What follows belongs to an exercise in optimizing a design on an open flow for small area, a short achievable clock period and few clock cycles per item; a production flow would make more cautious choices. Where RTL was checked, it was by simulation tests only, not by an equivalence proof against the original. Function not checked in run 1: the RTL went through the layout flow alone.

==> design/flow/design.v <==
`timescale 1ns / 1ps
package wcbc_pkg;
  localparam int MAX_DIM_DEF   = 4096;
  localparam int AREA_BITS_DEF = 40;
  localparam int CRD_W      = 15;    
  localparam int RA_W       = 17;
  localparam int CNT_W      = 16;
  localparam int OUT_AREA_W = 40;
  localparam int RATIO_W    = 24;
  localparam int FRAC_W     = 16;
  localparam int QDEPTH     = 2;
  localparam int CFG_ADDR_W = 4;
  localparam int CFG_DATA_W = 32;
  localparam logic [RA_W-1:0]  ONE_Q16 = 17'h10000;
  localparam logic [CNT_W-1:0] CNT_MAX = 16'hFFFF;
  localparam logic [1:0] CMD_BEGIN = 2'd0;
  localparam logic [1:0] CMD_BOX   = 2'd1;
  localparam logic [1:0] CMD_END   = 2'd2;
  localparam logic [1:0] REG_ROOT_ALPHA  = 2'd0;
  localparam logic [1:0] REG_AREA_THR    = 2'd1;
  localparam logic [1:0] REG_COUNT_THR   = 2'd2;
  localparam logic [RA_W-1:0]  ROOT_ALPHA_RST = 17'd65536;
  localparam logic [RA_W-1:0]  AREA_THR_RST   = 17'd32768;
  localparam logic [CNT_W-1:0] COUNT_THR_RST  = 16'd10;
  typedef enum logic [1:0] {
    OP_BEGIN = 2'd0,
    OP_BOX   = 2'd1,
    OP_END   = 2'd2
  } op_t;
  typedef struct packed {
    logic [1:0]  command;
    logic [12:0] image_width;
    logic [12:0] image_height;
    logic [11:0] box_left;
    logic [11:0] box_top;
    logic [12:0] box_width;
    logic [12:0] box_height;
  } in_item_t;
  typedef struct packed {
    logic                  full_screen;
    logic [CNT_W-1:0]      boxes_inside;
    logic [OUT_AREA_W-1:0] covered_area;
    logic [RATIO_W-1:0]    area_ratio;
  } out_item_t;
  typedef struct packed {
    logic [RA_W-1:0]  root_alpha;
    logic [RA_W-1:0]  area_threshold;
    logic [CNT_W-1:0] count_threshold;
  } cfg_t;
  typedef struct packed {
    op_t              op;
    logic [CRD_W-1:0] x0;
    logic [CRD_W-1:0] y0;
    logic [CRD_W-1:0] x1;
    logic [CRD_W-1:0] y1;
  } q_entry_t;
  typedef struct packed {
    logic full;
    logic not_empty;
  } q_stat_t;
endpackage
`timescale 1ns / 1ps
`timescale 1ns / 1ps
`timescale 1ns / 1ps
`timescale 1ns / 1ps
`timescale 1ns / 1ps
module window_clipped_box_coverage_core #(
  parameter int MAX_DIM   = wcbc_pkg::MAX_DIM_DEF,
  parameter int AREA_BITS = wcbc_pkg::AREA_BITS_DEF
) (
  input  logic                  clk,
  input  logic                  rst_n,
  input  logic                  in_valid,
  input  logic [77:0]           in_item,
  output logic                  in_stall,
  output logic                  out_valid,
  output logic [80:0]           out_item,
  input  logic                  out_stall,
  input  logic                  cfg_psel,
  input  logic                  cfg_penable,
  input  logic                  cfg_pwrite,
  input  logic [wcbc_pkg::CFG_ADDR_W-1:0] cfg_paddr,
  input  logic [wcbc_pkg::CFG_DATA_W-1:0] cfg_pwdata,
  output logic [wcbc_pkg::CFG_DATA_W-1:0] cfg_prdata,
  output logic                  cfg_pready
);
  logic [16:0] ra_r, athr_r;
  logic [15:0] cthr_r;
  logic        cfg_wr;
  assign cfg_pready = 1'b1;
  assign cfg_wr     = cfg_psel & cfg_penable & cfg_pwrite;
  always_ff @(posedge clk) begin
    if (!rst_n) begin
      ra_r   <= 17'h10000;
      athr_r <= 17'h08000;
      cthr_r <= 16'd10;
    end else if (cfg_wr) begin
      case (cfg_paddr[3:2])
        2'd0: ra_r   <= cfg_pwdata[16:0];
        2'd1: athr_r <= cfg_pwdata[16:0];
        2'd2: cthr_r <= cfg_pwdata[15:0];
        default: ;
      endcase
    end
  end
  always_comb begin
    case (cfg_paddr[3:2])
      2'd0:    cfg_prdata = {15'd0, ra_r};
      2'd1:    cfg_prdata = {15'd0, athr_r};
      2'd2:    cfg_prdata = {16'd0, cthr_r};
      default: cfg_prdata = 32'd0;
    endcase
  end
  logic [1:0]  cmd;
  logic [12:0] iw, ih, bw, bh;
  logic [11:0] bl, bt;
  logic        is_beg, is_box, is_end, take;
  assign cmd    = in_item[77:76];
  assign iw     = in_item[75:63];
  assign ih     = in_item[62:50];
  assign bl     = in_item[49:38];
  assign bt     = in_item[37:26];
  assign bw     = in_item[25:13];
  assign bh     = in_item[12:0];
  assign is_beg = (cmd == 2'd0);
  assign is_box = (cmd == 2'd1);
  assign is_end = (cmd == 2'd2);
  logic        r_box_r, r_beg_r, r_end_r;
  logic [1:0]  bph_r;         
  logic [11:0] rx0_r, ry0_r;
  logic [13:0] rx1_r, ry1_r;
  logic        d_hit_r, d_end_r;
  logic [12:0] dx_r, dy_r;
  logic        p_hit_r, p_end_r;
  logic [24:0] pr_r;
  logic [11:0] wl_r, wt_r;
  logic [12:0] wr_r, wb_r;
  logic [39:0] s_r;
  logic [15:0] c_r;
  logic [28:0] mc_r, mp_r;
  logic        mlast_r;
  logic [30:0] acc_r;         
  logic [3:0]  acnt_r;
  logic        a_busy_r;
  typedef enum logic [1:0] {D_IDLE = 2'd0, D_WAIT = 2'd1, D_RUN = 2'd2} dst_t;
  dst_t        dst_r;
  logic [24:0] den_r, rem_r;
  logic [23:0] qx_r;
  logic [3:0]  dcnt_r;
  logic [39:0] so_r;
  logic [15:0] co_r;
  logic        out_valid_r;
  logic r_hold, beg_block, end_block;
  assign r_hold    = r_beg_r & (bph_r != 2'd2);
  assign beg_block = a_busy_r | (dst_r == D_WAIT);
  assign end_block = (dst_r != D_IDLE) | (out_valid_r & out_stall) | r_end_r | d_end_r | p_end_r;
  assign in_stall  = r_hold | (is_beg & beg_block) | (is_end & end_block);
  assign take      = in_valid & ~in_stall;
  always_ff @(posedge clk) begin
    if (!rst_n) begin
      r_box_r <= 1'b0;
      r_beg_r <= 1'b0;
      r_end_r <= 1'b0;
      bph_r   <= 2'd0;
    end else if (r_hold) begin
      if ((bph_r == 2'd1) | ~d_hit_r) begin
        bph_r <= bph_r + 2'd1;
      end
    end else begin
      r_box_r <= take & is_box;
      r_beg_r <= take & is_beg;
      r_end_r <= take & is_end;
      bph_r   <= 2'd0;
    end
  end
  always_ff @(posedge clk) begin
    if (!r_hold) begin
      rx0_r <= bl;
      ry0_r <= bt;
      if (is_beg) begin
        rx1_r <= (iw > 13'd4096) ? 14'd4096 : {1'b0, iw};
        ry1_r <= (ih > 13'd4096) ? 14'd4096 : {1'b0, ih};
      end else begin
        rx1_r <= {2'b00, bl} + {1'b0, bw};
        ry1_r <= {2'b00, bt} + {1'b0, bh};
      end
    end
  end
  logic [11:0] cl, ct;
  logic [13:0] cr, cb;
  logic [14:0] ex, ey;
  logic        hx, hy;
  assign cl = (rx0_r > wl_r) ? rx0_r : wl_r;
  assign ct = (ry0_r > wt_r) ? ry0_r : wt_r;
  assign cr = (rx1_r < {1'b0, wr_r}) ? rx1_r : {1'b0, wr_r};
  assign cb = (ry1_r < {1'b0, wb_r}) ? ry1_r : {1'b0, wb_r};
  assign ex = {1'b0, cr} - {3'b000, cl};
  assign ey = {1'b0, cb} - {3'b000, ct};
  assign hx = ~ex[14] & (|ex[13:0]);
  assign hy = ~ey[14] & (|ey[13:0]);
  always_ff @(posedge clk) begin
    if (!rst_n) begin
      d_hit_r <= 1'b0;
      d_end_r <= 1'b0;
      p_hit_r <= 1'b0;
      p_end_r <= 1'b0;
    end else begin
      d_hit_r <= r_box_r & hx & hy;
      d_end_r <= r_end_r;
      p_hit_r <= d_hit_r;
      p_end_r <= d_end_r;
    end
  end
  always_ff @(posedge clk) begin
    dx_r <= ex[12:0];
    dy_r <= ey[12:0];
  end
  logic        sel_beg;
  logic [15:0] ma;
  logic [12:0] mb;
  logic [28:0] prod, pfull;
  logic sel_beg_r;
  always_ff @(posedge clk) begin
    if (!rst_n) begin
      sel_beg_r <= 1'b0;
    end else if (r_hold) begin
      sel_beg_r <= (bph_r == 2'd0);
    end else begin
      sel_beg_r <= take & is_beg & ~(r_box_r & hx & hy);
    end
  end
  assign sel_beg = sel_beg_r;
  assign ma      = sel_beg ? (ra_r[16] ? 16'd0 : ra_r[15:0]) : {3'd0, dy_r};
  assign mb      = sel_beg ? (bph_r[0] ? ry1_r[12:0] : rx1_r[12:0]) : dx_r;
  assign prod    = 29'(ma) * 29'(mb);
  assign pfull   = {prod[28:16] | (ra_r[16] ? mb : 13'd0), prod[15:0]};
  always_ff @(posedge clk) begin
    pr_r <= prod[24:0];
  end
  logic [40:0] sum;
  assign sum = {1'b0, s_r} + {16'd0, pr_r};
  logic [12:0] wv;
  logic [28:0] wp;
  logic [13:0] lo_t, hi_t;
  assign wv   = bph_r[1] ? ry1_r[12:0] : rx1_r[12:0];
  assign wp   = bph_r[1] ? mp_r : mc_r;
  assign lo_t = {1'b0, wv} - {1'b0, wp[28:16]} - {13'd0, |wp[15:0]};
  assign hi_t = {1'b0, wv} + {1'b0, wp[28:16]};
  always_ff @(posedge clk) begin
    if (!rst_n) begin
      s_r  <= '0;
      c_r  <= '0;
      wl_r <= '0;
      wr_r <= '0;
      wt_r <= '0;
      wb_r <= '0;
    end else begin
      if (r_beg_r & (bph_r == 2'd2)) begin
        s_r <= '0;
        c_r <= '0;
      end else if (p_hit_r) begin
        s_r <= sum[40] ? {40{1'b1}} : sum[39:0];
        if (c_r != 16'hFFFF) begin
          c_r <= c_r + 16'd1;
        end
      end
      if (r_beg_r & (bph_r == 2'd1)) begin
        wl_r <= lo_t[12:1];
        wr_r <= hi_t[13:1];
      end
      if (r_beg_r & (bph_r == 2'd2)) begin
        wt_r <= lo_t[12:1];
        wb_r <= hi_t[13:1];
      end
    end
  end
  logic [2:0]  bd;
  logic        bneg, btwo, bone;
  logic [29:0] bsel;
  logic [31:0] asum;
  assign bd   = {mp_r[1:0], mlast_r};
  assign bneg = bd[2] & ~(bd[1] & bd[0]);
  assign btwo = (bd == 3'b011) | (bd == 3'b100);
  assign bone = bd[1] ^ bd[0];
  assign bsel = btwo ? {mc_r, 1'b0} : (bone ? {1'b0, mc_r} : 30'd0);
  assign asum = {acc_r[30], acc_r} + ({2'b00, bsel} ^ {32{bneg}}) + {31'd0, bneg};
  logic a_start;
  assign a_start = r_beg_r & (bph_r == 2'd1);
  always_ff @(posedge clk) begin
    if (!rst_n) begin
      acc_r    <= '0;
      a_busy_r <= 1'b0;
      acnt_r   <= '0;
    end else if (a_start) begin
      acc_r    <= '0;
      a_busy_r <= 1'b1;
      acnt_r   <= '0;
    end else if (a_busy_r) begin
      acc_r  <= {asum[31], asum[31:2]};
      acnt_r <= acnt_r + 4'd1;
      if (acnt_r == 4'd14) begin
        a_busy_r <= 1'b0;
      end
    end
  end
  always_ff @(posedge clk) begin
    if (sel_beg_r & ~bph_r[0]) begin
      mc_r <= pfull;
    end
    if (a_start) begin
      mp_r    <= pfull;
      mlast_r <= 1'b0;
    end else if (a_busy_r) begin
      mp_r    <= {2'b00, mp_r[28:2]};
      mlast_r <= mp_r[1];
    end
  end
  logic        sat;
  logic [25:0] t1, d1, t2, d2;
  logic [24:0] r1, r2;
  logic        g1, g2;
  assign sat = (|so_r[39:33]) | (rem_r >= den_r);
  assign t1  = {rem_r, qx_r[23]};
  assign d1  = t1 - {1'b0, den_r};
  assign g1  = ~d1[25];
  assign r1  = g1 ? d1[24:0] : t1[24:0];
  assign t2  = {r1, qx_r[22]};
  assign d2  = t2 - {1'b0, den_r};
  assign g2  = ~d2[25];
  assign r2  = g2 ? d2[24:0] : t2[24:0];
  always_ff @(posedge clk) begin
    if (!rst_n) begin
      dst_r       <= D_IDLE;
      out_valid_r <= 1'b0;
    end else begin
      if (out_valid_r & ~out_stall) begin
        out_valid_r <= 1'b0;
      end
      case (dst_r)
        D_IDLE: if (p_end_r) dst_r <= a_busy_r ? D_WAIT : D_RUN;
        D_WAIT: if (!a_busy_r) dst_r <= D_RUN;
        D_RUN: begin
          if (((dcnt_r == 4'd0) & sat) | (dcnt_r == 4'd11)) begin
            dst_r       <= D_IDLE;
            out_valid_r <= 1'b1;
          end
        end
        default: dst_r <= D_IDLE;
      endcase
    end
  end
  always_ff @(posedge clk) begin
    if (p_end_r) begin
      so_r   <= s_r;
      co_r   <= c_r;
      rem_r  <= s_r[32:8];
      qx_r   <= {s_r[7:0], 16'd0};
      dcnt_r <= '0;
    end else if (dst_r == D_RUN) begin
      if ((dcnt_r == 4'd0) & sat) begin
        qx_r <= {24{1'b1}};
      end else begin
        rem_r <= r2;
        qx_r  <= {qx_r[21:0], g1, g2};
      end
      dcnt_r <= dcnt_r + 4'd1;
    end
    if ((p_end_r | (dst_r == D_WAIT)) & ~a_busy_r) begin
      den_r <= acc_r[26:2];
    end
  end
  logic fs_area, fs;
  assign fs_area = (den_r == 25'd0) ? (|so_r)
                 : ((qx_r > {7'd0, athr_r}) | ((qx_r == {7'd0, athr_r}) & (|rem_r)));
  assign fs      = fs_area & (co_r > cthr_r);
  assign out_valid = out_valid_r;
  assign out_item  = {fs, co_r, so_r, qx_r};
endmodule
==> design/flow/run.sh <==
#!/bin/bash
# synth_recipe.tcl (not shown) runs the flow's synth.tcl, then flattens the netlist and writes it again
# the make line also repeats each setting of config.mk as NAME=value (left out here)
make -C /OpenROAD-flow-scripts/flow DESIGN_CONFIG=/design/flow/config.mk WORK_HOME=/design/flow/orfs CLKGATE_MAP_FILE= SYNTH_SCRIPT=/design/flow/synth_recipe.tcl finish
==> design/flow/config.mk <==
export PLATFORM = sky130hd
export DESIGN_NAME = window_clipped_box_coverage_core
export DESIGN_NICKNAME = window_clipped_box_coverage_core
export VERILOG_FILES = /design/flow/design.v
export SDC_FILE = /design/flow/constraint.sdc
export NUM_CORES = 4
export LEC_CHECK = 0
export CAP_MARGIN = 20
export CORE_MARGIN = 2
export CORE_UTILIZATION = 40
export SETUP_SLACK_MARGIN = 4.5
export SLEW_MARGIN = 20
==> design/flow/constraint.sdc <==
create_clock -name core_clock -period 10.0 [get_ports {clk}]
set_input_delay 2.0000 -clock core_clock [delete_from_list [all_inputs] [get_ports {clk}]]
set_output_delay 2.0000 -clock core_clock [all_outputs]
set_load 0.01 [all_outputs]
==> results of run 1 <==
==> logic make-up after synthesis <==
group	share of synthesized area, %
compound gates	14.8
xor+xnor	5.18
fa+ha+maj	21.3
buf+inv	6.03
flops	32.8
mux	4.42
other cells	0.0201
simple gates	15.5
==> area by class of cell <==
type | instances | area [µm²] | share of cell area [%]
multi-input combinational | 3127 | 25000 | 53.7
sequential | 500 | 12300 | 26.4
timing repair buffer | 399 | 4060 | 8.73
clock buffer | 90 | 1780 | 3.82
inverter | 430 | 1630 | 3.50
tap | 1254 | 1570 | 3.37
clock inverter | 18 | 216 | 0.465
timing repair inverter | 1 | 7.51 | 0.0161
antenna | 1 | 2.50 | 0.00538
==> per-layer routing <==
metal	vias to the layer above	share of wire [%]	GRT usage, %
met4	4	4.1	9.02
li1	15152	-	-
met2	1036	48	40.7
met1	15130	43	30.5
met5	-	0.048	0
met3	270	5.8	3.59
==> stage by stage <==
step | std cells | setup WS, ns | util, % | hold slack (ns)
after floorplan | 4199 | 3.94 | - | 0.429
after global placement | 5541 | 2.46 | 44.1 | 0.451
after detailed placement | 5541 | 2.47 | 44.1 | 0.452
after CTS | 5757 | 3.61 | 48.5 | 0.468
after global routing | 5819 | 3.30 | 50.0 | 0.487
final | 5820 | 3.47 | 50.0 | 0.465
==> final timing paths <==
path,cells past startpoint,slack [ns],startpoint,endpoint
setup / recovery,27,3.47,bph_r[0],mp_r[26]
hold / removal,0,0.47,acc_r[16],den_r[14]
setup reg to reg,27,3.47,bph_r[0],mp_r[26]
hold reg to reg,0,0.47,acc_r[16],den_r[14]
==> state kept, by name, indices dropped and copies added, names as in the netlist, 14 cells and up <==
signal	cells
athr_r	17
co_r	16
acc_r	30
so_r	40
mp_r	29
cthr_r	16
s_r	40
pr_r	25
rx1_r	14
ra_r	17
c_r	16
mc_r	29
ry1_r	14
den_r	25
qx_r	24
rem_r	25
==> cell usage in the layout (no fill, tap or decap), types with 20 or more instances in the layout <==
| cell | n |
|---|---|
| inv_1 | 396 |
| and2_1 | 20 |
| o21a_1 | 36 |
| mux2_2 | 50 |
| mux2i_1 | 83 |
| nand3_1 | 71 |
| edfxtp_1 | 224 |
| nor2_2 | 23 |
| o21bai_1 | 23 |
| o21ai_0 | 182 |
| nor3_1 | 71 |
| nor4_1 | 40 |
| a211oi_1 | 22 |
| clkdlybuf4s50_1 | 186 |
| dfxtp_1 | 269 |
| a21oi_2 | 20 |
| nor2b_1 | 39 |
| and3_1 | 48 |
| o21ai_2 | 21 |
| xnor2_1 | 138 |
| ha_1 | 347 |
| a21o_1 | 85 |
| buf_4 | 132 |
| fa_1 | 156 |
| o21ai_1 | 20 |
| nand2b_1 | 43 |
| nand4_1 | 41 |
| inv_2 | 30 |
| nor2_1 | 296 |
| buf_6 | 28 |
| clkbuf_16 | 63 |
| a21oi_1 | 290 |
| ha_4 | 27 |
| nand2_1 | 466 |
| buf_12 | 25 |
| xor2_1 | 65 |
==> timing repair <==
action | CTS | global route
setup buffers | 93 | 60
pin swaps | 87 | 116
cloned | 15 | 2
setup endpoints to repair | 107 | 88
resized for setup | 264 | 209
endpoints found under the hold margin | 0 | 0
==> flow_summary.yaml, run 1 <==
setup_path:
  critPathTopFamily: "adder cells"
  end_kind: "flip-flop"
  worst_path_most_repeated_cell: "inv_1"
  max_stage_delay_ns: 0.59
  worstPathRequired_ns: 10.35
  crit_slowest_cell: "or4b_4"
  critPathLaunchType: "flip-flop"
  crit_type: "reg -> reg"
  crit_path_max_fanout: 5
  path_buf_inv: 7
  crit_arrival_ns: 6.88
detailed_routing:
  first_iter_violations: 1996
  routedWlPerCell_um: 20.2
  drt_first_pass_iters: 5
  finalWirelength_um: 118000
  detail-route-antenna-nets: 0
  vias: 31592
  viasPerCell: 5.43
  drc_errors: 0
clocking:
  cts_sinks: 500
  cts_tree: "done"
  cts_buffers: 57
  clk_latency_ns: 0.65
  cts_root_buffer: "clkbuf_16"
  htree_levels: 2
  hold_buffers: 0
  cts_max_path_buffers: 3
  cts.reportedPaths.clkPinSlew_ns: 0.07
sta:
  rsz0062_at_grt: "yes"
  hold_viol: 0
  relSlewSlack_pct: 32.1
  slew_violations: 0
  skew_ns: 0.0644
  period_share_pct: 65.3
  fin_crit_ns: 6.53
  setup_viol: 0
  fin_setup_tns_ns: 0
  max_freq_mhz: 153
  worstMarginPinSlew_ns: 1.02
finish:
  drive_above_1_share_pct: 15.0
  syn_to_final_growth_pct: 24.5
  nets: 5176
  fillers: 8688
  design_area_mm2: 0.0466
floorplan:
  core_area_mm2: 0.0930
  dieArea_mm2: 0.0959
  die_w_um: 310
  initial_core_util_pct: 40.2
  die_height_um: 310
  io_pins: 237
  row_count: 112
grt:
  antenna_found_initial: 2
  gr-usage-all-layers_pct: 23.9
  grt_pass1_vias: 30695
  grt-ovfl-total: 0
  grt_first_pass_wirelength_um: 177000
  grt_max_degree: 77
synth:
  synth_edf_count: 224
  synth.most_common_cell: "nand2_1"
  avgSynthCellArea_um2: 8.93
  yosys.area.top_type_share_pct: 18.0
  synth-main-ff-cell: "dfxtp_1"
  seq_area_frac_synth_pct: 32.8
  ys_seq_elements: 500
  synth.area.top_cells: "edfxtp_1 (18%), dfxtp_1 (15%), ha_1 (13%)"
  synthArstFlopShare_pct: 0
  synth_common_cells: "nand2_1 (488), inv_1 (428), ha_1 (376), nor2_1 (336), a21oi_1 (322)"
  synth_area_mm2: 0.0374
  synth.distinct_cells: 77
  yosys.area.top_type: "edfxtp_1"
  synth_warnings: 1
  synthCells: 4185
placed_design:
  gp_congestion: 0.908
  numPortBuffers: 203
  postPlaceCellArea_mm2: 0.0410
  dp_hpwl_um: 86500
status:
  status: "timing/DRC/antenna clean"
run:
  cap_violations: 0
worst_hold_path:
  hold_path_class: "reg -> reg"
==> run 2, diff against run 1 <==
--- a/design/flow/design.v
+++ b/design/flow/design.v
@@ -134,3 +134,2 @@
   logic        p_hit_r, p_end_r;
-  logic [24:0] pr_r;
   logic [11:0] wl_r, wt_r;
@@ -220,3 +219,4 @@
   logic [12:0] mb;
-  logic [28:0] prod, pfull;
+  logic        p_bw_r, p_bh_r;    
+  logic [28:0] ps_r, pc_r;
   logic sel_beg_r;
@@ -234,9 +234,52 @@
   assign mb      = sel_beg ? (bph_r[0] ? ry1_r[12:0] : rx1_r[12:0]) : dx_r;
-  assign prod    = 29'(ma) * 29'(mb);
-  assign pfull   = {prod[28:16] | (ra_r[16] ? mb : 13'd0), prod[15:0]};
+  function automatic logic [28:0] csa_s(input logic [28:0] x, input logic [28:0] y, input logic [28:0] z);
+    csa_s = x ^ y ^ z;
+  endfunction
+  function automatic logic [28:0] csa_c(input logic [28:0] x, input logic [28:0] y, input logic [28:0] z);
+    csa_c = {((x[27:0] & y[27:0]) | (x[27:0] & z[27:0]) | (y[27:0] & z[27:0])), 1'b0};
+  endfunction
+  logic [28:0] pp [0:12];
+  logic [28:0] l1 [0:8];
+  logic [28:0] l2 [0:5];
+  logic [28:0] l3 [0:3];
+  logic [28:0] l4 [0:2];
+  logic [28:0] mps, mpc;
+  always_comb begin
+    for (int i = 0; i < 13; i++) begin
+      pp[i] = mb[i] ? (29'(ma) << i) : 29'd0;
+    end
+    for (int i = 0; i < 4; i++) begin
+      l1[2*i]   = csa_s(pp[3*i], pp[3*i+1], pp[3*i+2]);
+      l1[2*i+1] = csa_c(pp[3*i], pp[3*i+1], pp[3*i+2]);
+    end
+    l1[8] = pp[12];
+    for (int i = 0; i < 3; i++) begin
+      l2[2*i]   = csa_s(l1[3*i], l1[3*i+1], l1[3*i+2]);
+      l2[2*i+1] = csa_c(l1[3*i], l1[3*i+1], l1[3*i+2]);
+    end
+    for (int i = 0; i < 2; i++) begin
+      l3[2*i]   = csa_s(l2[3*i], l2[3*i+1], l2[3*i+2]);
+      l3[2*i+1] = csa_c(l2[3*i], l2[3*i+1], l2[3*i+2]);
+    end
+    l4[0] = csa_s(l3[0], l3[1], l3[2]);
+    l4[1] = csa_c(l3[0], l3[1], l3[2]);
+    l4[2] = l3[3];
+    mps = csa_s(l4[0], l4[1], l4[2]);
+    mpc = csa_c(l4[0], l4[1], l4[2]);
+  end
+  always_ff @(posedge clk) begin
+    ps_r <= mps;
+    pc_r <= mpc;
+  end
   always_ff @(posedge clk) begin
-    pr_r <= prod[24:0];
+    if (!rst_n) begin
+      p_bw_r <= 1'b0;
+      p_bh_r <= 1'b0;
+    end else begin
+      p_bw_r <= sel_beg & ~bph_r[0];
+      p_bh_r <= sel_beg & bph_r[0];
+    end
   end
-  logic [40:0] sum;
-  assign sum = {1'b0, s_r} + {16'd0, pr_r};
+  logic [40:0] xs;
+  assign xs = {1'b0, (p_bw_r ? 40'd0 : s_r)} + {12'd0, ps_r} + {12'd0, pc_r};
   logic [12:0] wv;
@@ -244,4 +287,4 @@
   logic [13:0] lo_t, hi_t;
-  assign wv   = bph_r[1] ? ry1_r[12:0] : rx1_r[12:0];
-  assign wp   = bph_r[1] ? mp_r : mc_r;
+  assign wv   = p_bh_r ? ry1_r[12:0] : rx1_r[12:0];
+  assign wp   = {xs[28:16] | (ra_r[16] ? wv : 13'd0), xs[15:0]};
   assign lo_t = {1'b0, wv} - {1'b0, wp[28:16]} - {13'd0, |wp[15:0]};
@@ -257,3 +300,3 @@
     end else begin
-      if (r_beg_r & (bph_r == 2'd2)) begin
+      if (p_bw_r) begin
         s_r <= '0;
@@ -261,3 +304,3 @@
       end else if (p_hit_r) begin
-        s_r <= sum[40] ? {40{1'b1}} : sum[39:0];
+        s_r <= xs[40] ? {40{1'b1}} : xs[39:0];
         if (c_r != 16'hFFFF) begin
@@ -266,3 +309,3 @@
       end
-      if (r_beg_r & (bph_r == 2'd1)) begin
+      if (p_bw_r) begin
         wl_r <= lo_t[12:1];
@@ -270,3 +313,3 @@
       end
-      if (r_beg_r & (bph_r == 2'd2)) begin
+      if (p_bh_r) begin
         wt_r <= lo_t[12:1];
@@ -287,3 +330,3 @@
   logic a_start;
-  assign a_start = r_beg_r & (bph_r == 2'd1);
+  assign a_start = p_bh_r;
   always_ff @(posedge clk) begin
@@ -306,7 +349,7 @@
   always_ff @(posedge clk) begin
-    if (sel_beg_r & ~bph_r[0]) begin
-      mc_r <= pfull;
+    if (p_bw_r) begin
+      mc_r <= wp;
     end
     if (a_start) begin
-      mp_r    <= pfull;
+      mp_r    <= wp;
       mlast_r <= 1'b0;
==> design/flow/flow/run.sh (new file) <==
#!/bin/bash
# The standard layout, with cell resizing not restricted to equal footprints
# (the platform default restricts it, which keeps the port buffers and adder cells
# at their smallest sizes). Full make output goes to standard.log.
set -euo pipefail
bash standard.sh MATCH_CELL_FOOTPRINT=0 finish > standard.log 2>&1
==> design/flow/standard.sh (new file) <==
#!/bin/bash
# synth_recipe.tcl (not shown) runs the flow's synth.tcl, then flattens the netlist and writes it again
# the make line also repeats each setting of config.mk as NAME=value (left out here)
make -C /OpenROAD-flow-scripts/flow DESIGN_CONFIG=/design/flow/config.mk WORK_HOME=/design/flow/orfs CLKGATE_MAP_FILE= SYNTH_SCRIPT=/design/flow/synth_recipe.tcl "${@:-finish}"
removed: design/flow/run.sh
==> run 2 against run 1 <==
Net effect:
- still clean on timing, DRC and antenna
- core utilization shrank 0.97 points
- clock skew is 0.0021 ns lower
- cell area is 0.28% higher
- global-route usage is 0.29 points lower
- wire length increased by 0.80%
- synthesized area up 2.9%
- hold slack lost 0.027 ns
- non-clock buffer count shrank 9
- sequential cell count grew 29
- register-to-register slack improved by 0.68 ns
- cell count down 2.5%
- critical path type unchanged
==> flow_summary.yaml, run 2 <==
status:
  status: "timing/DRC/antenna clean"
placed_design:
  dp_hpwl_um: 89300
  dpl.cell_count: 5408
  numPortBuffers: 203
  gp_congestion: 0.940
sta:
  relSlewSlack_pct: 27.1
  slew_violations: 0
  worstMarginPinSlew_ns: 1.07
  fin_crit_ns: 5.85
  fin_setup_tns_ns: 0
  max_freq_mhz: 171
  hold-worst-slack_ns: 0.438
  skew_ns: 0.0623
  period_share_pct: 58.5
  rsz0062_at_grt: "yes"
  setup_viol: 0
  hold_viol: 0
clocking:
  clk_latency_ns: 0.69
  cts_root_buffer: "clkbuf_16"
  cts_max_path_buffers: 3
  htree_levels: 2
  hold_buffers: 0
  cts_sinks: 529
  cts.reportedPaths.clkPinSlew_ns: 0.06
  cts_buffers: 61
  cts_tree: "done"
floorplan:
  initial_core_util_pct: 40.4
  die_w_um: 314
  io_pins: 237
  die_height_um: 314
  core_area_mm2: 0.0952
  dieArea_mm2: 0.0986
  row_count: 113
synth:
  yosys.area.top_type_share_pct: 17.5
  seq_area_frac_synth_pct: 33.4
  synth.distinct_cells: 104
  yosys.area.top_type: "edfxtp_1"
  synth_edf_count: 224
  synthArstFlopShare_pct: 0
  ys_seq_elements: 529
  synth.most_common_cell: "nor2_1"
  avgSynthCellArea_um2: 9.46
  synth_area_mm2: 0.0385
  synth_warnings: 6
  synthCells: 4067
  synth-main-ff-cell: "dfxtp_1"
  synth.area.top_cells: "edfxtp_1 (17%), dfxtp_1 (16%), ha_1 (11%)"
  synth_common_cells: "nor2_1 (366), inv_1 (363), ha_1 (350), nand2_1 (315), dfxtp_1 (305)"
setup_path:
  path_depth: 28
  worstPathRequired_ns: 10.56
  r2r-start: "p_bw_r"
  worst-r2r-setup-slack_ns: 4.15
  critPathLaunchType: "flip-flop"
  crit_arrival_ns: 6.41
  max_stage_delay_ns: 0.56
  end_kind: "flip-flop"
  crit_type: "reg -> reg"
  crit_slowest_cell: "or4_4"
  crit_path_max_fanout: 8
  rr_worst_depth: 28
  path_buf_inv: 4
  critPathTopFamily: "simple AND/OR/NAND/NOR gates"
  r2r-end: "wl_r[11]"
finish:
  final_cell_mix: "nor2_1 (357), inv_1 (339), ha_1 (308), nand2_1 (304), dfxtp_1 (288)"
  stdcell_count: 5673
  reg_top3: "s_r x40, so_r x40, acc_r x30"
  final_common_cell: "nor2_1"
  final_util_pct: 49.1
  syn_to_final_growth_pct: 21.4
  drive_above_1_share_pct: 15.5
  nets: 5012
worst_hold_path:
  hold_start: "s_r[29]"
  worstHoldPathCells: 0
  holdPathEnd: "so_r[29]"
  hold_path_class: "reg -> reg"
detailed_routing:
  drt_first_pass_iters: 8
  vias: 30869
  finalWirelength_um: 119000
  viasPerCell: 5.44
  drc_errors: 0
  routedWlPerCell_um: 20.9
  first_iter_violations: 2121
  detail-route-antenna-nets: 0
grt:
  gr-usage-all-layers_pct: 23.6
  antenna_found_initial: 3
  grt-ovfl-total: 0
  grt_max_degree: 78
  grt_pass1_vias: 30200
  grt_first_pass_wirelength_um: 180000
run:
  cap_violations: 0
run 2: changes by cell type after synthesis, sizes merged, moves of 28 or more:
| cell | change |
|---|---|
| o21ai | -47 |
| clkbuf | +28 |
| nor2b | +60 |
| dfxtp | +29 |
| a21oi | -116 |
| inv | -65 |
| nand2 | -173 |
| a21boi | +41 |
| nor2 | +32 |
run 2: per-layer routing:
layer,GRT usage [%],vias up,share of wire (%)
li1,-,14788,-
met1,30.7,14903,43
met2,39.4,928,47
met3,3.33,246,5.7
met4,9.53,4,4.7
met5,0,-,0.026
run 2: cell families (layout without fill, tap and decap cells):
group,count (synthesis),in the layout,share of synthesized area [%]
AOI/OAI and AO/OA,844,844,14.9
adders and majority gates,539,539,21.2
other,2,18,0.0195
muxes,196,196,5.34
DFF,529,529,33.4
buffers and inverters,546,871,5.69
xor gates and xnor gates,187,187,4.26
and+or+nand+nor,1224,1224,15.3
run 2: repair_timing:
item                       CTS  global route
setup endpoints to repair   89            63
gates resized for setup    237           112
pin swaps                   97            85
buffers inserted            93            48
cloned                       5             1
run 2: layout make-up:
cell class | instances | area [µm²]
fill | 8805 | 48500
sequential | 529 | 12900
antenna | 2 | 5.00
clock buffer | 82 | 1720
tap | 1265 | 1580
multi-input combinational | 3006 | 24900
clock inverter | 34 | 409
inverter | 365 | 1370
timing repair buffer | 390 | 3780
run 2: through the flow:
stage          setup WS (ns)  cell area, µm²
2_1_floorplan           4.41           38600
3_3_place_gp            2.82           41800
3_5_place_dp            2.80           41800
4_1_cts                 4.22           45800
5_1_grt                 3.97           46700
6_report                4.15           46700
run 2: worst max-delay path by stage:
| stage | slack [ns] | end | from |
|---|---|---|---|
| 6_report | 4.15 | wl_r[11] | p_bw_r |
| 5_1_grt | 3.97 | wt_r[11] | p_bw_r |
| 4_1_cts | 4.22 | wt_r[9] | p_bw_r |
| 3_5_place_dp | 2.80 | rem_r[13] | den_r[1] |
| 3_3_place_gp | 2.82 | rem_r[13] | den_r[1] |
| 2_1_floorplan | 4.41 | wt_r[10] | p_bw_r |
Testbench counts of run 2, summed over its fixed seeds: cycles 13,396, items 10,966.
==> run 3, diff against run 2 <==
==> design/flow/run.sh (new file) <==
#!/bin/bash
# synth_recipe.tcl (not shown) runs the flow's synth.tcl, then flattens the netlist and writes it again
# the make line also repeats each setting of config.mk as NAME=value (left out here)
make -C /OpenROAD-flow-scripts/flow DESIGN_CONFIG=/design/flow/config.mk WORK_HOME=/design/flow/orfs CLKGATE_MAP_FILE= SYNTH_SCRIPT=/design/flow/synth_recipe.tcl finish
removed: design/flow/flow/run.sh
removed: design/flow/standard.sh
==> run 3 against run 2 <==
Net effect:
- via count increased by 0.65%
- cell count rose by 0.19%
- hold slack improved by 0.027 ns
- sequential share of layout area decreased by 0.26 points
- die area stayed put
- clock-buffer cell count grew 4
- synthesized area unchanged
- critical path depth up 2
- cell area grew 1.0%
==> flow_summary.yaml, run 3 <==
grt:
  grt_pass1_vias: 29878
  grt_max_degree: 77
  grt-ovfl-total: 0
  grt_first_pass_wirelength_um: 180000
  antenna_found_initial: 2
  gr-usage-all-layers_pct: 23.5
detailed_routing:
  detail-route-antenna-nets: 0
  viasPerCell: 5.47
  routedWlPerCell_um: 21.0
  finalWirelength_um: 120000
  first_iter_violations: 2381
  vias: 31071
  wl_met1_um: 52300
  wl_met2_um: 56200
  drt_first_pass_iters: 6
  wl_met3_um: 6330
  drc_errors: 0
  top_layer_used: "met4"
setup_path:
  crit_type: "reg -> reg"
  max_stage_delay_ns: 0.49
  crit_slowest_cell: "edfxtp_1"
  r2r-end: "rem_r[18]"
  worstPathRequired_ns: 10.42
  critPathLaunchType: "flip-flop"
  worst_path_most_repeated_cell: "buf_4"
  rr_worst_depth: 30
  worst-r2r-setup-slack_ns: 4.23
  end_kind: "flip-flop"
  crit_path_max_fanout: 8
  crit_arrival_ns: 6.19
  r2r-start: "den_r[2]"
sta:
  max_freq_mhz: 173
  period_share_pct: 57.7
  fin_crit_ns: 5.77
  skew_ns: 0.0504
  slew_violations: 0
  setup_viol: 0
  rsz0062_at_grt: "yes"
  relSlewSlack_pct: 26.5
  fin_setup_tns_ns: 0
  hold_viol: 0
  worstMarginPinSlew_ns: 1.08
clocking:
  cts_tree: "done"
  clk_latency_ns: 0.67
  cts_sinks: 529
  cts_max_path_buffers: 3
  htree_levels: 2
  cts_buffers: 61
  cts.reportedPaths.clkPinSlew_ns: 0.07
  cts_root_buffer: "clkbuf_16"
floorplan:
  die_height_um: 314
  io_pins: 237
  row_count: 113
  initial_core_util_pct: 40.4
  core_area_mm2: 0.0952
  dieArea_mm2: 0.0986
  die_w_um: 314
placed_design:
  postPlaceCellArea_mm2: 0.0418
  numPortBuffers: 203
  dp_hpwl_um: 89700
  gp_congestion: 0.908
  dpl.cell_count: 5408
synth:
  synth.most_common_cell: "nor2_1"
  yosys.area.top_type: "edfxtp_1"
  synth_warnings: 6
  synthCells: 4067
  synth_fa_ha_area_share_pct: 21.2
  seq_area_frac_synth_pct: 33.4
  avgSynthCellArea_um2: 9.46
  synth_top_family_by_area: "adder cells"
  synth_edf_count: 224
  synth.area.top_cells: "edfxtp_1 (17%), dfxtp_1 (16%), ha_1 (11%)"
  yosys.area_share.simple_pct: 15.3
  synth-main-ff-cell: "dfxtp_1"
  synth_area_mm2: 0.0385
  synthArstFlopShare_pct: 0
  synth-compound-area-share_pct: 14.9
  synth_mux_area_share_pct: 5.34
  yosys.area.top_type_share_pct: 17.5
  synth_xor_area_share_pct: 4.26
  ys_seq_elements: 529
  synth_common_cells: "nor2_1 (366), inv_1 (363), ha_1 (350), nand2_1 (315), dfxtp_1 (305)"
  synth.distinct_cells: 104
finish:
  n_antenna_cell: 0
  reg_top3: "s_r x40, so_r x40, acc_r x30"
  drive_above_1_share_pct: 16.5
  final_cell_mix: "nor2_1 (354), inv_1 (339), nand2_1 (303), ha_1 (295), dfxtp_1 (287)"
  final_common_cell: "nor2_1"
  design_area_mm2: 0.0472
  final-seq-area_mm2: 0.0129
  syn_to_final_growth_pct: 22.6
  stdcell_count: 5684
  nets: 5026
  fillers: 8787
  multi_input_area_mm2: 0.0252
status:
  status: "timing/DRC/antenna clean"
worst_hold_path:
  hold_path_class: "reg -> reg"
  worstHoldPathCells: 0
  hold_start: "acc_r[24]"
  holdPathEnd: "den_r[22]"
run:
  cap_violations: 0
run 3: cell count changes in the layout (fill, tap and decap cells not counted), moves of 7 or more:
cell            previous run  this run
buf_4                    145       169
dlymetal6s2s_1            21         1
dlygate4sd2_1              0        19
buf_6                     29        11
ha_4                      26        41
ha_1                     308       295
clkinvlp_4                 9         1
clkbuf_1                  14         7
clkbuf_8                   3        10
run 3: critical path, delay by kind of cell (launching register included):
kind                     cells  cell delay, ns
multiplexers                 1            0.19
XOR/XNOR                     1            0.16
AO/OA/AOI/OAI               11            2.26
flip-flops                   1            0.49
adder cells (fa/ha/maj)      2            0.51
AND/OR/NAND/NOR              4            0.43
buffers and inverters       11            1.46
run 3: metrics by stage:
| stage | util [%] | hold WS (ns) | setup slack, ns |
|---|---|---|---|
| finish | 49.6 | 0.465 | 4.23 |
| global placement | 43.9 | 0.433 | 2.66 |
| floorplan | - | 0.423 | 4.38 |
| CTS | 48.4 | 0.465 | 4.29 |
| global route | 49.6 | 0.477 | 4.03 |
| detailed placement | 43.9 | 0.444 | 2.59 |
run 3: worst max path at each step:
stage,slack (ns),endpoint,start
detailed placement,2.59,rem_r[1],den_r[1]
floorplan,4.38,wt_r[10],p_bw_r
finish,4.23,rem_r[18],den_r[2]
CTS,4.29,wt_r[11],p_bw_r
global placement,2.66,rem_r[1],den_r[1]
global route,4.03,wt_r[11],p_bw_r
run 3: cell families (layout without fill, tap and decap cells):
kind of cell             Yosys count  in the layout
AND/OR/NAND/NOR                 1224           1224
AO/OA/AOI/OAI                    844            844
buffers and inverters            546            884
adder cells (fa/ha/maj)          539            539
flip-flops                       529            529
multiplexers                     196            196
XOR/XNOR                         187            187
other                              2             16
run 3: layer usage:
layer,GRT usage [%],up-vias
met3,2.94,183
li1,-,14840
met4,8.73,0
met2,38.9,883
met5,0,-
met1,31.5,15165
run 3: layout make-up:
class | instances | share of cell area, %
clock buffers | 86 | 4.01
clock inverters | 29 | 0.730
inverters | 365 | 2.91
multi-input cells | 3006 | 53.5
flip-flops and latches | 529 | 27.3
well taps | 1265 | 3.36
repair buffers | 404 | 8.24
run 3: what timing repair did:
item,CTS,global route
pin swaps,92,65
hold buffers,0,0
buffers inserted,88,65
gates cloned,7,0
resized for setup,256,124
endpoints found under the setup margin,89,75
==> run 4, diff against run 3 <==
--- a/design/flow/design.v
+++ b/design/flow/design.v
@@ -131,2 +131,3 @@
   logic [13:0] rx1_r, ry1_r;
+  logic        rnzx_r, rnzy_r;    
   logic        d_hit_r, d_end_r;
@@ -153,3 +154,3 @@
   assign r_hold    = r_beg_r & (bph_r != 2'd2);
-  assign beg_block = a_busy_r | (dst_r == D_WAIT);
+  assign beg_block = a_busy_r & (acnt_r < 4'd12);
   assign end_block = (dst_r != D_IDLE) | (out_valid_r & out_stall) | r_end_r | d_end_r | p_end_r;
@@ -176,4 +177,6 @@
     if (!r_hold) begin
-      rx0_r <= bl;
-      ry0_r <= bt;
+      rx0_r  <= bl;
+      ry0_r  <= bt;
+      rnzx_r <= |bw;
+      rnzy_r <= |bh;
       if (is_beg) begin
@@ -197,4 +200,4 @@
   assign ey = {1'b0, cb} - {3'b000, ct};
-  assign hx = ~ex[14] & (|ex[13:0]);
-  assign hy = ~ey[14] & (|ey[13:0]);
+  assign hx = rnzx_r & (rx0_r < wr_r) & (wl_r < rx1_r) & (wl_r < wr_r);
+  assign hy = rnzy_r & (ry0_r < wb_r) & (wt_r < ry1_r) & (wt_r < wb_r);
   always_ff @(posedge clk) begin
--- a/design/flow/config.mk
+++ b/design/flow/config.mk
@@ -10,3 +10,3 @@
 export CORE_UTILIZATION = 40
-export SETUP_SLACK_MARGIN = 4.5
+export SETUP_SLACK_MARGIN = 5
 export SLEW_MARGIN = 20
==> run 4 against run 3 <==
Net effect:
- wire length down 0.66%
- global-route usage down 0.25 points
- cell count up 4.0%
- sequential cell count up 2
- synthesized cell count up 5.3%
- cell area up 1.9%
- largest cell class unchanged
- via count up 3.0%
- synthesized area up 2.0%
==> flow_summary.yaml, run 4 <==
synth:
  synth.area.top_cells: "edfxtp_1 (17%), dfxtp_1 (16%), ha_1 (13%)"
  synth_warnings: 6
  synth_area_mm2: 0.0392
  yosys.area.top_type_share_pct: 17.3
  synthArstFlopShare_pct: 0
  synth-main-ff-cell: "dfxtp_1"
  avgSynthCellArea_um2: 9.16
  synth_common_cells: "ha_1 (416), nor2_1 (408), inv_1 (391), nand2_1 (372), dfxtp_1 (305)"
  synth.distinct_cells: 73
  synth_edf_count: 226
  synth.most_common_cell: "ha_1"
  ys_seq_elements: 531
  seq_area_frac_synth_pct: 32.9
  synthCells: 4283
  yosys.area.top_type: "edfxtp_1"
finish:
  n_antenna_cell: 0
  syn_to_final_growth_pct: 22.5
  reg_top3: "s_r x40, so_r x40, acc_r x30"
  final_cell_mix: "nor2_1 (389), inv_1 (366), nand2_1 (366), ha_1 (364), dfxtp_1 (286)"
  nets: 5307
  drive_above_1_share_pct: 14.3
  final_common_cell: "nor2_1"
setup_path:
  end_kind: "flip-flop"
  worstPathRequired_ns: 10.59
  crit_type: "reg -> reg"
  crit_path_max_fanout: 7
  critPathLaunchType: "flip-flop"
  crit_arrival_ns: 6.24
detailed_routing:
  viasPerCell: 5.41
  finalWirelength_um: 119000
  vias: 31994
  top_layer_used: "met4"
  drt_first_pass_iters: 5
  detail-route-antenna-nets: 0
  wl_met1_um: 52500
  first_iter_violations: 2326
  drc_errors: 0
  routedWlPerCell_um: 20.1
  wl_met2_um: 54500
  wl_met3_um: 7440
sta:
  slew_violations: 0
  worstMarginPinSlew_ns: 1.09
  hold-worst-slack_ns: 0.461
  rsz0062_at_grt: "yes"
  max_freq_mhz: 177
  fin_setup_tns_ns: 0
  relSlewSlack_pct: 27.4
  hold_viol: 0
  setup_viol: 0
  skew_ns: 0.0716
  period_share_pct: 56.5
  setup_slack_ns: 4.35
  fin_crit_ns: 5.65
placed_design:
  dp_hpwl_um: 90000
  pre_cts_ws_ns: 3.12
  numPortBuffers: 203
  gp_congestion: 0.921
clocking:
  cts_root_buffer: "clkbuf_16"
  clk_latency_ns: 0.67
  cts_buffers: 61
  cts.reportedPaths.clkPinSlew_ns: 0.07
  htree_levels: 2
  cts_max_path_buffers: 3
  cts_tree: "done"
  cts_sinks: 531
grt:
  grt-ovfl-total: 0
  grt_pass1_vias: 31327
  grt_first_pass_wirelength_um: 181000
  gr-usage-all-layers_pct: 23.3
  grt_max_degree: 69
  antenna_found_initial: 1
floorplan:
  io_pins: 237
  die_height_um: 317
  initial_core_util_pct: 40.4
  die_w_um: 317
  dieArea_mm2: 0.101
  row_count: 114
  core_area_mm2: 0.0970
run:
  cap_violations: 0
status:
  status: "timing/DRC/antenna clean"
worst_hold_path:
  hold_path_class: "reg -> reg"
==> run 4: cell types whose count changed in the layout (fill, tap and decap cells not counted), moves of 19 or more <==
cell,change
dlygate4sd2_1,-19
a21oi_1,+23
nand2_1,+63
o21a_1,-19
mux2_2,-36
o21ai_0,+67
nor2_1,+35
o221a_2,-24
a21o_1,+27
inv_1,+27
ha_1,+69
==> run 4: what timing repair did <==
action                                  CTS  global route
setup buffers                           112            35
gates resized for setup                 321           151
hold buffers                              0             0
gates cloned                              4             3
endpoints found under the setup margin  145           112
pin swaps                               124            97
==> run 4: per-layer routing <==
metal | vias up | global-route usage (%)
met1 | 15449 | 31.5
li1 | 15444 | -
met3 | 180 | 3.50
met5 | - | 0
met4 | 0 | 7.74
met2 | 921 | 38.0
==> run 4: per-stage QoR <==
stage	std cells	cell area (µm²)	util (%)
final	5910	48000	49.5
after global routing	5910	48000	49.5
after CTS	5872	47200	48.6
after detailed placement	5641	43000	44.3
after global placement	5641	43000	44.3
after floorplan	4297	39700	-
==> run 4: area by class of cell <==
type                       count  area, µm²
fill                        9019      49000
tap                         1276       1600
inverter                     392       1480
multi-input combinational   3196      26300
clock buffer                  73       1580
clock inverter                42        433
timing repair buffer         400       3740
sequential                   531      12900
==> run 4: cell families (layout without fill, tap and decap cells) <==
| kind of cell | Yosys count | after routing | share of synthesized area, % |
|---|---|---|---|
| AOI/OAI and AO/OA | 922 | 922 | 14.7 |
| xor gates and xnor gates | 186 | 186 | 4.17 |
| adders and majority gates | 604 | 604 | 22.9 |
| buffers and inverters | 571 | 907 | 5.64 |
| DFF | 531 | 531 | 32.9 |
| muxes | 160 | 160 | 4.19 |
| other | 2 | 16 | 0.0192 |
| and+or+nand+nor | 1307 | 1308 | 15.5 |
==> run 4: final timing paths <==
check / startpoint / end / slack [ns] / cells past startpoint
max reg2reg: p_bw_r / wl_r[11] / 4.35 / 25
min reg2reg: s_r[18] / so_r[18] / 0.46 / 0
max: p_bw_r / wl_r[11] / 4.35 / 25
min: s_r[18] / so_r[18] / 0.46 / 0
==> run 4: critical path, cell delays in order (launching register included) <==
cell and delay (ns):
dfxtp_4 0.48, nor2b_4 0.07, fa_2 0.59, ha_4 0.23, a211o_4 0.35, o311ai_4 0.35, a21oi_2 0.13, o21a_1 0.20
nor2_2 0.13, xor2_2 0.22, nand4_1 0.15, nor2_2 0.14, ha_1 0.24, a21o_1 0.22, fa_2 0.40, o21a_1 0.20
o21a_1 0.20, o21ai_2 0.16, a21boi_2 0.11, o21ai_2 0.18, a21oi_2 0.08, a21o_1 0.18, a21oi_2 0.18, xnor2_2 0.16
mux2i_1 0.10, nor2b_1 0.13
Testbench counts of run 4, summed over its fixed seeds: cycles 12,854, items 10,966.
==> run 5, diff against run 4 <==
==> design/flow/flow/run.sh (new file) <==
#!/bin/bash
# The standard layout, with cell resizing not restricted to equal footprints
# (the platform default restricts it, which keeps the port buffers and adder cells
# at their smallest sizes). Full make output goes to standard.log.
set -euo pipefail
bash standard.sh MATCH_CELL_FOOTPRINT=0 finish > standard.log 2>&1
==> design/flow/standard.sh (new file) <==
#!/bin/bash
# synth_recipe.tcl (not shown) runs the flow's synth.tcl, then flattens the netlist and writes it again
# the make line also repeats each setting of config.mk as NAME=value (left out here)
make -C /OpenROAD-flow-scripts/flow DESIGN_CONFIG=/design/flow/config.mk WORK_HOME=/design/flow/orfs CLKGATE_MAP_FILE= SYNTH_SCRIPT=/design/flow/synth_recipe.tcl "${@:-finish}"
--- a/design/flow/config.mk
+++ b/design/flow/config.mk
@@ -9,3 +9,3 @@
 export CORE_MARGIN = 2
-export CORE_UTILIZATION = 40
+export CORE_UTILIZATION = 60
 export SETUP_SLACK_MARGIN = 5
removed: design/flow/run.sh
==> run 5 against run 4 <==
Net effect:
- sequential share of layout area grew 0.33 points
- critical path type unchanged
- sequential cell count is the same
- die area fell by 33%
- hold slack got worse by 0.011 ns
- largest cell class unchanged
==> flow_summary.yaml, run 5 <==
status:
  status: "timing/DRC/antenna clean"
finish:
  drive_above_1_share_pct: 13.7
  final_util_pct: 73.5
  final_cell_mix: "nor2_1 (392), inv_1 (368), ha_1 (368), nand2_1 (366), dfxtp_1 (288)"
  nets: 5312
  syn_to_final_growth_pct: 21.0
  reg_top3: "s_r x40, so_r x40, acc_r x30"
  final_common_cell: "nor2_1"
detailed_routing:
  finalWirelength_um: 118000
  detail-route-antenna-nets: 0
  drc_errors: 0
  drt_first_pass_iters: 6
  viasPerCell: 5.96
  vias: 32748
  first_iter_violations: 2468
  routedWlPerCell_um: 21.5
run:
  cap_violations: 0
synth:
  yosys.area.top_type_share_pct: 17.3
  avgSynthCellArea_um2: 9.16
  synth_common_cells: "ha_1 (416), nor2_1 (408), inv_1 (391), nand2_1 (372), dfxtp_1 (305)"
  synthCells: 4283
  ys_seq_elements: 531
  synth.most_common_cell: "ha_1"
  synth-main-ff-cell: "dfxtp_1"
  synth.distinct_cells: 73
  synthArstFlopShare_pct: 0
  seq_area_frac_synth_pct: 32.9
  synth_warnings: 6
  yosys.area.top_type: "edfxtp_1"
  synth_area_mm2: 0.0392
  synth_edf_count: 226
  synth.area.top_cells: "edfxtp_1 (17%), dfxtp_1 (16%), ha_1 (13%)"
floorplan:
  die_height_um: 260
  initial_core_util_pct: 60.7
  io_pins: 237
  dieArea_mm2: 0.0674
  row_count: 93
  core_area_mm2: 0.0646
  die_w_um: 260
grt:
  antenna_found_initial: 1
  grt_max_degree: 69
  grt_first_pass_wirelength_um: 182000
  gr-usage-all-layers_pct: 35.0
  grt-ovfl-total: 0
  grt_pass1_vias: 31801
setup_path:
  worstPathRequired_ns: 10.38
  crit_arrival_ns: 6.50
  crit_path_max_fanout: 6
  critPathLaunchType: "flip-flop"
  crit_type: "reg -> reg"
  end_kind: "flip-flop"
clocking:
  cts_buffers: 57
  cts_max_path_buffers: 3
  cts_sinks: 531
  cts_tree: "done"
  cts_root_buffer: "clkbuf_16"
  htree_levels: 2
  clk_latency_ns: 0.64
  cts.reportedPaths.clkPinSlew_ns: 0.07
sta:
  max_freq_mhz: 163
  setup_viol: 0
  rsz0062_at_grt: "yes"
  skew_ns: 0.0290
  fin_setup_tns_ns: 0
  fin_crit_ns: 6.12
  period_share_pct: 61.2
  hold_viol: 0
  slew_violations: 0
  worstMarginPinSlew_ns: 1.13
  relSlewSlack_pct: 24.1
placed_design:
  dp_hpwl_um: 88600
  gp_congestion: 0.963
  numPortBuffers: 203
worst_hold_path:
  hold_path_class: "reg -> reg"
run 5: path summary, 6_finish.rpt:
check | startpoint | endpoint | slack [ns] | cells after the start
hold / removal | s_r[17] | so_r[17] | 0.45 | 0
setup / recovery | den_r[16] | rem_r[12] | 3.88 | 27
hold reg to reg | s_r[17] | so_r[17] | 0.45 | 0
setup reg to reg | den_r[16] | rem_r[12] | 3.88 | 27
run 5: logic make-up after synthesis:
group           count (synthesis)  synth area share (%)
simple gates                 1307                  15.5
compound gates                922                  14.7
fa+ha+maj                     604                  22.9
buf+inv                       571                  5.64
flops                         531                  32.9
xor+xnor                      186                  4.17
mux                           160                  4.19
other cells                     2                0.0192
run 5: what timing repair did:
item / CTS / global route
pin swaps: 81 / 64
hold buffers: 0 / 0
setup buffers: 105 / 43
gates cloned: 4 / 2
resized for setup: 247 / 131
setup endpoints to repair: 119 / 90
run 5: layout make-up:
type	instances	area, µm²
Clock buffer	70	1600
Inverter	392	1480
Clock inverter	37	440
Timing Repair Buffer	409	3900
Multi-Input combinational cell	3196	26000
Antenna cell	1	2.50
Tap cell	855	1070
Sequential cell	531	12900
Fill cell	4846	17100
run 5: per-stage QoR:
step | cell area, µm² | hold WS, ns | worst slack, ns | std cells
finish | 47500 | 0.451 | 3.88 | 5491
global route | 47500 | 0.460 | 3.76 | 5490
CTS | 46600 | 0.453 | 4.09 | 5445
detailed placement | 42500 | 0.437 | 2.84 | 5229
global placement | 42500 | 0.433 | 2.95 | 5229
floorplan | 39700 | 0.425 | 4.45 | 4297
run 5: worst max-delay path, cell delays in order, from the launching register on:
cell,delay [ns]
edfxtp_1,0.52
inv_2,0.15
ha_4,0.24
a21oi_4,0.13
o21a_1,0.16
o2bb2ai_2,0.08
or3_1,0.36
o221a_4,0.24
o41ai_4,0.31
buf_4,0.19
xor2_4,0.28
clkbuf_16,0.23
buf_8,0.12
o21ai_4,0.07
ha_4,0.28
o21a_1,0.17
o31ai_4,0.10
a211oi_2,0.32
or2_4,0.21
nor3_4,0.04
o21ai_2,0.22
a31oi_4,0.15
o31ai_4,0.39
xnor2_4,0.11
buf_12,0.16
buf_6,0.12
nor2b_4,0.14
a221o_1,0.34
run 5: metal layers:
layer / track usage (%) / share of wire [%]
met1: 47.9 / 43
met2: 55.3 / 45
met3: 4.77 / 7.1
met4: 15.9 / 5.2
met5: 0 / 0

afterwards: timing with drivers on the ports:
No port has a modelled driver above. Below, the same layouts with a new extraction and two added sets of constraints. Step 1 sets driving cells, clkbuf_16 on the clock port and buf_2 on the other inputs (assumed; they add their load-dependent delay and slew). Step 2 also shifts input and output timing later by t, the mid clock arrival at the registers, as if the neighbouring blocks saw the same clock. a / b / c = ideal / step 1 / step 2; a / b = the first two.
run	shift t [ns]	slack for setup (ns)	slew at the worst register clock pin (ns)	worst data-port slew with drivers (ns)	cell pins on the clock port's net
run 1	0.690	3.470 / 3.470 / 3.470	0.07 / 0.07	0.05	1
run 2	0.722	4.145 / 4.145 / 4.145	0.07 / 0.07	0.10	1
run 3	0.712	4.227 / 4.227 / 4.227	0.07 / 0.07	0.07	1
run 4	0.703	4.351 / 4.351 / 4.351	0.07 / 0.07	0.09	1
run 5	0.695	3.880 / 3.880 / 3.880	0.07 / 0.07	0.09	1
After both steps every run listed still meets setup and hold.
